This design comes from an exercise in tuning for small area on the open sky130 flow, not from production work. Only simulation tests tie the RTL to the original design; equivalence was not proved. No driver is modelled on the clock port, so clock power and skew are understated where the tree is cut down; a real chip needs a root buffer or a tree. No activity file was given, so power comes from the tool's default toggle rates.

==> flow/design.v <==
`timescale 1ns / 1ps
`default_nettype none
package lrs_pkg;
    localparam int LRS_INDEX_BITS = 32;
    localparam int LRS_COUNT_W    = 48;
    localparam int LRS_UNIT_W     = 16;
    localparam int LRS_TOTAL_W    = 32;
    localparam int LRS_LIMIT_W    = LRS_COUNT_W + 1;
    localparam logic [LRS_UNIT_W-1:0] LRS_UNIT_RESET = LRS_UNIT_W'(100);
    localparam int LRS_POS_W = 6;
endpackage
`default_nettype wire
`timescale 1ns / 1ps
`default_nettype none
import lrs_pkg::*;
module lrs_luby_unit (
    input  wire logic                 clk,
    input  wire logic                 rst_n,
    input  wire logic                 p1,
    input  wire logic                 p2,
    input  wire logic                 pos_first,
    input  wire logic [LRS_POS_W-1:0] pos,
    input  wire logic                 t_bit,
    input  wire logic                 q_upd,
    output logic                      u_hit,
    output logic [3:0]                u_sel
);
    logic [4:0] q_reg;
    logic [5:0] acc_reg;
    logic       cs_reg;
    logic       d_at_e;
    logic       q_bit;
    logic       cs_in;
    logic       s_bit;
    assign q_bit = (pos < LRS_POS_W'(5)) ? q_reg[pos[2:0]] : 1'b0;
    assign cs_in = !pos_first & cs_reg;
    assign s_bit = t_bit ^ q_bit ^ cs_in;
    assign u_hit = (acc_reg[5:4] == 2'b11);
    assign u_sel = acc_reg[3:0];
    always_ff @(posedge clk)
    begin
        cs_reg <= (t_bit & q_bit) | (t_bit & cs_in) | (q_bit & cs_in);
        if (p1 && pos_first)
            acc_reg <= {1'b0, q_reg};
        else
            acc_reg <= acc_reg + {5'd0, !(p1 && s_bit)};
        if (p2 && acc_reg == 6'd49)
            d_at_e <= s_bit;
    end
    always_ff @(posedge clk or negedge rst_n)
    begin
        if (!rst_n)
            q_reg <= '0;
        else if (q_upd)
            q_reg <= q_reg + {{4{d_at_e}}, 1'b1};
    end
endmodule
`default_nettype wire
`timescale 1ns / 1ps
`default_nettype none
import lrs_pkg::*;
module luby_restart_scheduler #(
    parameter int INDEX_BITS = lrs_pkg::LRS_INDEX_BITS
) (
    input  wire logic                              clk,
    input  wire logic                              rst_n,
    input  wire logic                              cfg_wr_en,
    input  wire logic [lrs_pkg::LRS_UNIT_W-1:0]    cfg_wr_data,
    input  wire logic                              in_valid,
    output logic                                   in_ready,
    input  wire logic [lrs_pkg::LRS_COUNT_W-1:0]   conflict_count,
    output logic                                   out_valid,
    input  wire logic                              out_ready,
    output logic                                   restart,
    output logic [lrs_pkg::LRS_TOTAL_W-1:0]        restart_total
);
    localparam logic [1:0] S_INIT = 2'd0;
    localparam logic [1:0] S_IDLE = 2'd1;
    localparam logic [1:0] S_P1   = 2'd2;
    localparam logic [1:0] S_P2   = 2'd3;
    localparam logic [LRS_POS_W-1:0] POS_LAST = LRS_POS_W'(LRS_LIMIT_W - 1);
    logic [1:0]             state_reg;
    logic [LRS_POS_W-1:0]   pos_reg;
    logic [LRS_UNIT_W-1:0]  unit_reg;
    logic [LRS_LIMIT_W-1:0] limit_ring;
    logic [LRS_TOTAL_W-1:0] total_ring;
    logic                   gt_reg;
    logic                   ca_reg;
    logic                   ci_reg;
    logic                   sat_reg;
    logic                   out_valid_reg;
    logic                   init;
    logic                   pos_first;
    logic                   pos_last;
    logic                   p1;
    logic                   p2;
    logic                   rot_t;
    logic                   c_bit;
    logic                   l_bit;
    logic                   t_bit;
    logic                   gt_in;
    logic                   gt_next;
    logic                   u_hit;
    logic [3:0]             u_sel;
    logic                   u_bit;
    logic                   ca_in;
    logic                   sum_bit;
    logic                   ci_in;
    logic                   t_ins;
    logic                   l_ins;
    assign init      = (state_reg == S_INIT);
    assign pos_first = (pos_reg == '0);
    assign pos_last  = (pos_reg == POS_LAST);
    assign p1        = (state_reg == S_P1);
    assign p2        = (state_reg == S_P2);
    assign rot_t     = (init || p1 || p2) && !pos_reg[5];
    assign c_bit = (pos_reg < LRS_POS_W'(LRS_COUNT_W)) ? conflict_count[pos_reg] : 1'b0;
    assign l_bit = limit_ring[0];
    assign t_bit = total_ring[0] & !pos_reg[5];
    assign gt_in   = !pos_first & gt_reg;
    assign gt_next = (c_bit & !l_bit) | (!(c_bit ^ l_bit) & gt_in);
    assign u_bit   = u_hit & unit_reg[u_sel];
    assign ca_in   = !pos_first & ca_reg;
    assign sum_bit = c_bit ^ u_bit ^ ca_in;
    assign ci_in = pos_first ? !sat_reg : ci_reg;
    always_comb
    begin
        if (init)
            t_ins = 1'b0;
        else if (p2)
            t_ins = total_ring[0] ^ ci_in;
        else
            t_ins = total_ring[0];
    end
    always_comb
    begin
        if (init)
            l_ins = 1'b0;
        else if (p2)
            l_ins = sum_bit;
        else
            l_ins = limit_ring[0];
    end
    lrs_luby_unit u_luby (
        .clk       (clk),
        .rst_n     (rst_n),
        .p1        (p1),
        .p2        (p2),
        .pos_first (pos_first),
        .pos       (pos_reg),
        .t_bit     (t_bit),
        .q_upd     (p2 && pos_last && !sat_reg),
        .u_hit     (u_hit),
        .u_sel     (u_sel)
    );
    always_ff @(posedge clk or negedge rst_n)
    begin
        if (!rst_n)
        begin
            state_reg     <= S_INIT;
            pos_reg       <= '0;
            unit_reg      <= LRS_UNIT_RESET;
            out_valid_reg <= 1'b0;
        end
        else
        begin
            pos_reg <= pos_last ? '0 : pos_reg + LRS_POS_W'(1);
            if (cfg_wr_en)
                unit_reg <= cfg_wr_data;
            if (pos_last)
            begin
                unique case (state_reg)
                    S_INIT:
                        state_reg <= S_IDLE;
                    S_IDLE:
                        if (in_valid && !out_valid_reg)
                            state_reg <= S_P1;
                    S_P1:
                        state_reg <= gt_next ? S_P2 : S_IDLE;
                    default:
                        state_reg <= S_IDLE;
                endcase
            end
            if (in_ready)
                out_valid_reg <= 1'b1;
            else if (out_ready)
                out_valid_reg <= 1'b0;
        end
    end
    always_ff @(posedge clk)
    begin
        limit_ring <= {l_ins, limit_ring[LRS_LIMIT_W-1:1]};
        if (rot_t)
            total_ring <= {t_ins, total_ring[LRS_TOTAL_W-1:1]};
        if (p1)
        begin
            gt_reg <= gt_next;
            if (rot_t)
                sat_reg <= (pos_first | sat_reg) & total_ring[0];
        end
        ca_reg <= (c_bit & u_bit) | (c_bit & ca_in) | (u_bit & ca_in);
        ci_reg <= ci_in & total_ring[0];
    end
    assign in_ready      = pos_last && ((p1 && !gt_next) || p2);
    assign out_valid     = out_valid_reg;
    assign restart       = gt_reg;
    assign restart_total = total_ring;
endmodule
`default_nettype wire
==> flow/config.mk <==
export PLATFORM = sky130hd
export DESIGN_NAME = luby_restart_scheduler
export DESIGN_NICKNAME = luby_restart_scheduler
export VERILOG_FILES = /design/flow/design.v
export SDC_FILE = /design/flow/constraint.sdc
export NUM_CORES = 4
export LEC_CHECK = 0
export CAP_MARGIN = 20
export CORE_MARGIN = 2
export CORE_UTILIZATION = 40
export SLEW_MARGIN = 20
==> flow/constraint.sdc <==
create_clock -name core_clock -period 5.0 [get_ports {clk}]
set_input_delay 1.0000 -clock core_clock [delete_from_list [all_inputs] [get_ports {clk}]]
set_output_delay 1.0000 -clock core_clock [all_outputs]
set_load 0.01 [all_outputs]
standard.sh (not shown) runs the stock make flow with config.mk's settings and CLKGATE_MAP_FILE= SYNTH_SCRIPT=/design/flow/synth_recipe.tcl, a recipe that flattens the netlist after the stock synthesis.
==> flow/flow/run.sh <==
#!/bin/bash
# Own layout flow: the standard ORFS flow (standard.sh) with two changes.
#  - Port buffers: buffer_ports inserts the smallest buffer (buf_1) on every
#    input and output port instead of its default pick.
#  - Clock tree: four clkbuf_16, one per quarter of the clock sinks, built by
#    flow/cts_manual.tcl (ORFS's PRE_CTS_TCL hook) in place of TritonCTS.
# The full output of the flow goes to standard.log in this folder; ORFS's own
# per-step logs stay under orfs/logs/.
set -euo pipefail
export BUFFER_PORTS_ARGS="-buffer_cell sky130_fd_sc_hd__buf_1"
export PRE_CTS_TCL="$PWD/flow/cts_manual.tcl"
bash standard.sh > standard.log 2>&1
Other scripts of this flow, unchanged in this note and not shown: flow/flow/cts_manual.tcl
The baseline went through all stages and came out clean.
Next try:
--- a/flow/design.v
+++ b/flow/design.v
@@ -39,21 +39,26 @@
     assign u_sel = acc_reg[3:0];
     always_ff @(posedge clk)
     begin
         cs_reg <= (t_bit & q_bit) | (t_bit & cs_in) | (q_bit & cs_in);
-        if (p1 && pos_first)
-            acc_reg <= {1'b0, q_reg};
-        else
-            acc_reg <= acc_reg + {5'd0, !(p1 && s_bit)};
+        if (p1)
+        begin
+            if (pos_first)
+                acc_reg <= {1'b0, q_reg};
+            else if (!s_bit)
+                acc_reg <= acc_reg + 6'd1;
+        end
+        else if (p2)
+            acc_reg <= acc_reg + 6'd1;
         if (p2 && acc_reg == 6'd49)
             d_at_e <= s_bit;
     end
     always_ff @(posedge clk or negedge rst_n)
     begin
         if (!rst_n)
             q_reg <= '0;
         else if (q_upd)
-            q_reg <= q_reg + {{4{d_at_e}}, 1'b1};
+            q_reg <= d_at_e ? q_reg - 5'd1 : q_reg + 5'd1;
     end
 endmodule
 `default_nettype wire
 `timescale 1ns / 1ps
What happened: Combinational power goes down by a few percent. Power barely changes. Synthesized cell count decreases by a few percent. Routed wire length went down by a few percent. Worst hold slack is better by 3.9 ps. Final cell count fell by a few percent. Via count goes down by a few percent.
No run of this note takes its clock network from TritonCTS; it comes from the design's own scripts or RTL.

[what the ideal ports hide]
How much do the figures lean on ideal ports? The routed layouts below were timed once more, with nothing changed but the port constraints. Step 1: set_driving_cell puts a clkbuf_16 on clk and a buf_2 on each other input, an assumption about the parent block. Step 2 adds t to the input delays and takes it off the output delays; t is the mean of the earliest and latest rising clock arrival at the registers after step 1. Input paths then give back, and output paths get back, about the clock's delay inside the block. a / b / c = ideal / step 1 / step 2; a / b = the first two.
| run | shift t [ns] | setup WS [ns] | worst setup path after step 2 | clock arrival spread, ns | slew at the worst register clock pin (ns) |
|---|---|---|---|---|---|
| the first run | 0.240 | 1.314 / 1.238 / 1.366 | input to output | 0.015 / 0.015 | 0.11 / 0.11 |
| the second run | 0.240 | 1.681 / 1.606 / 1.766 | register to register | 0.017 / 0.018 | 0.11 / 0.11 |
After both steps setup and hold are still met in every run listed.
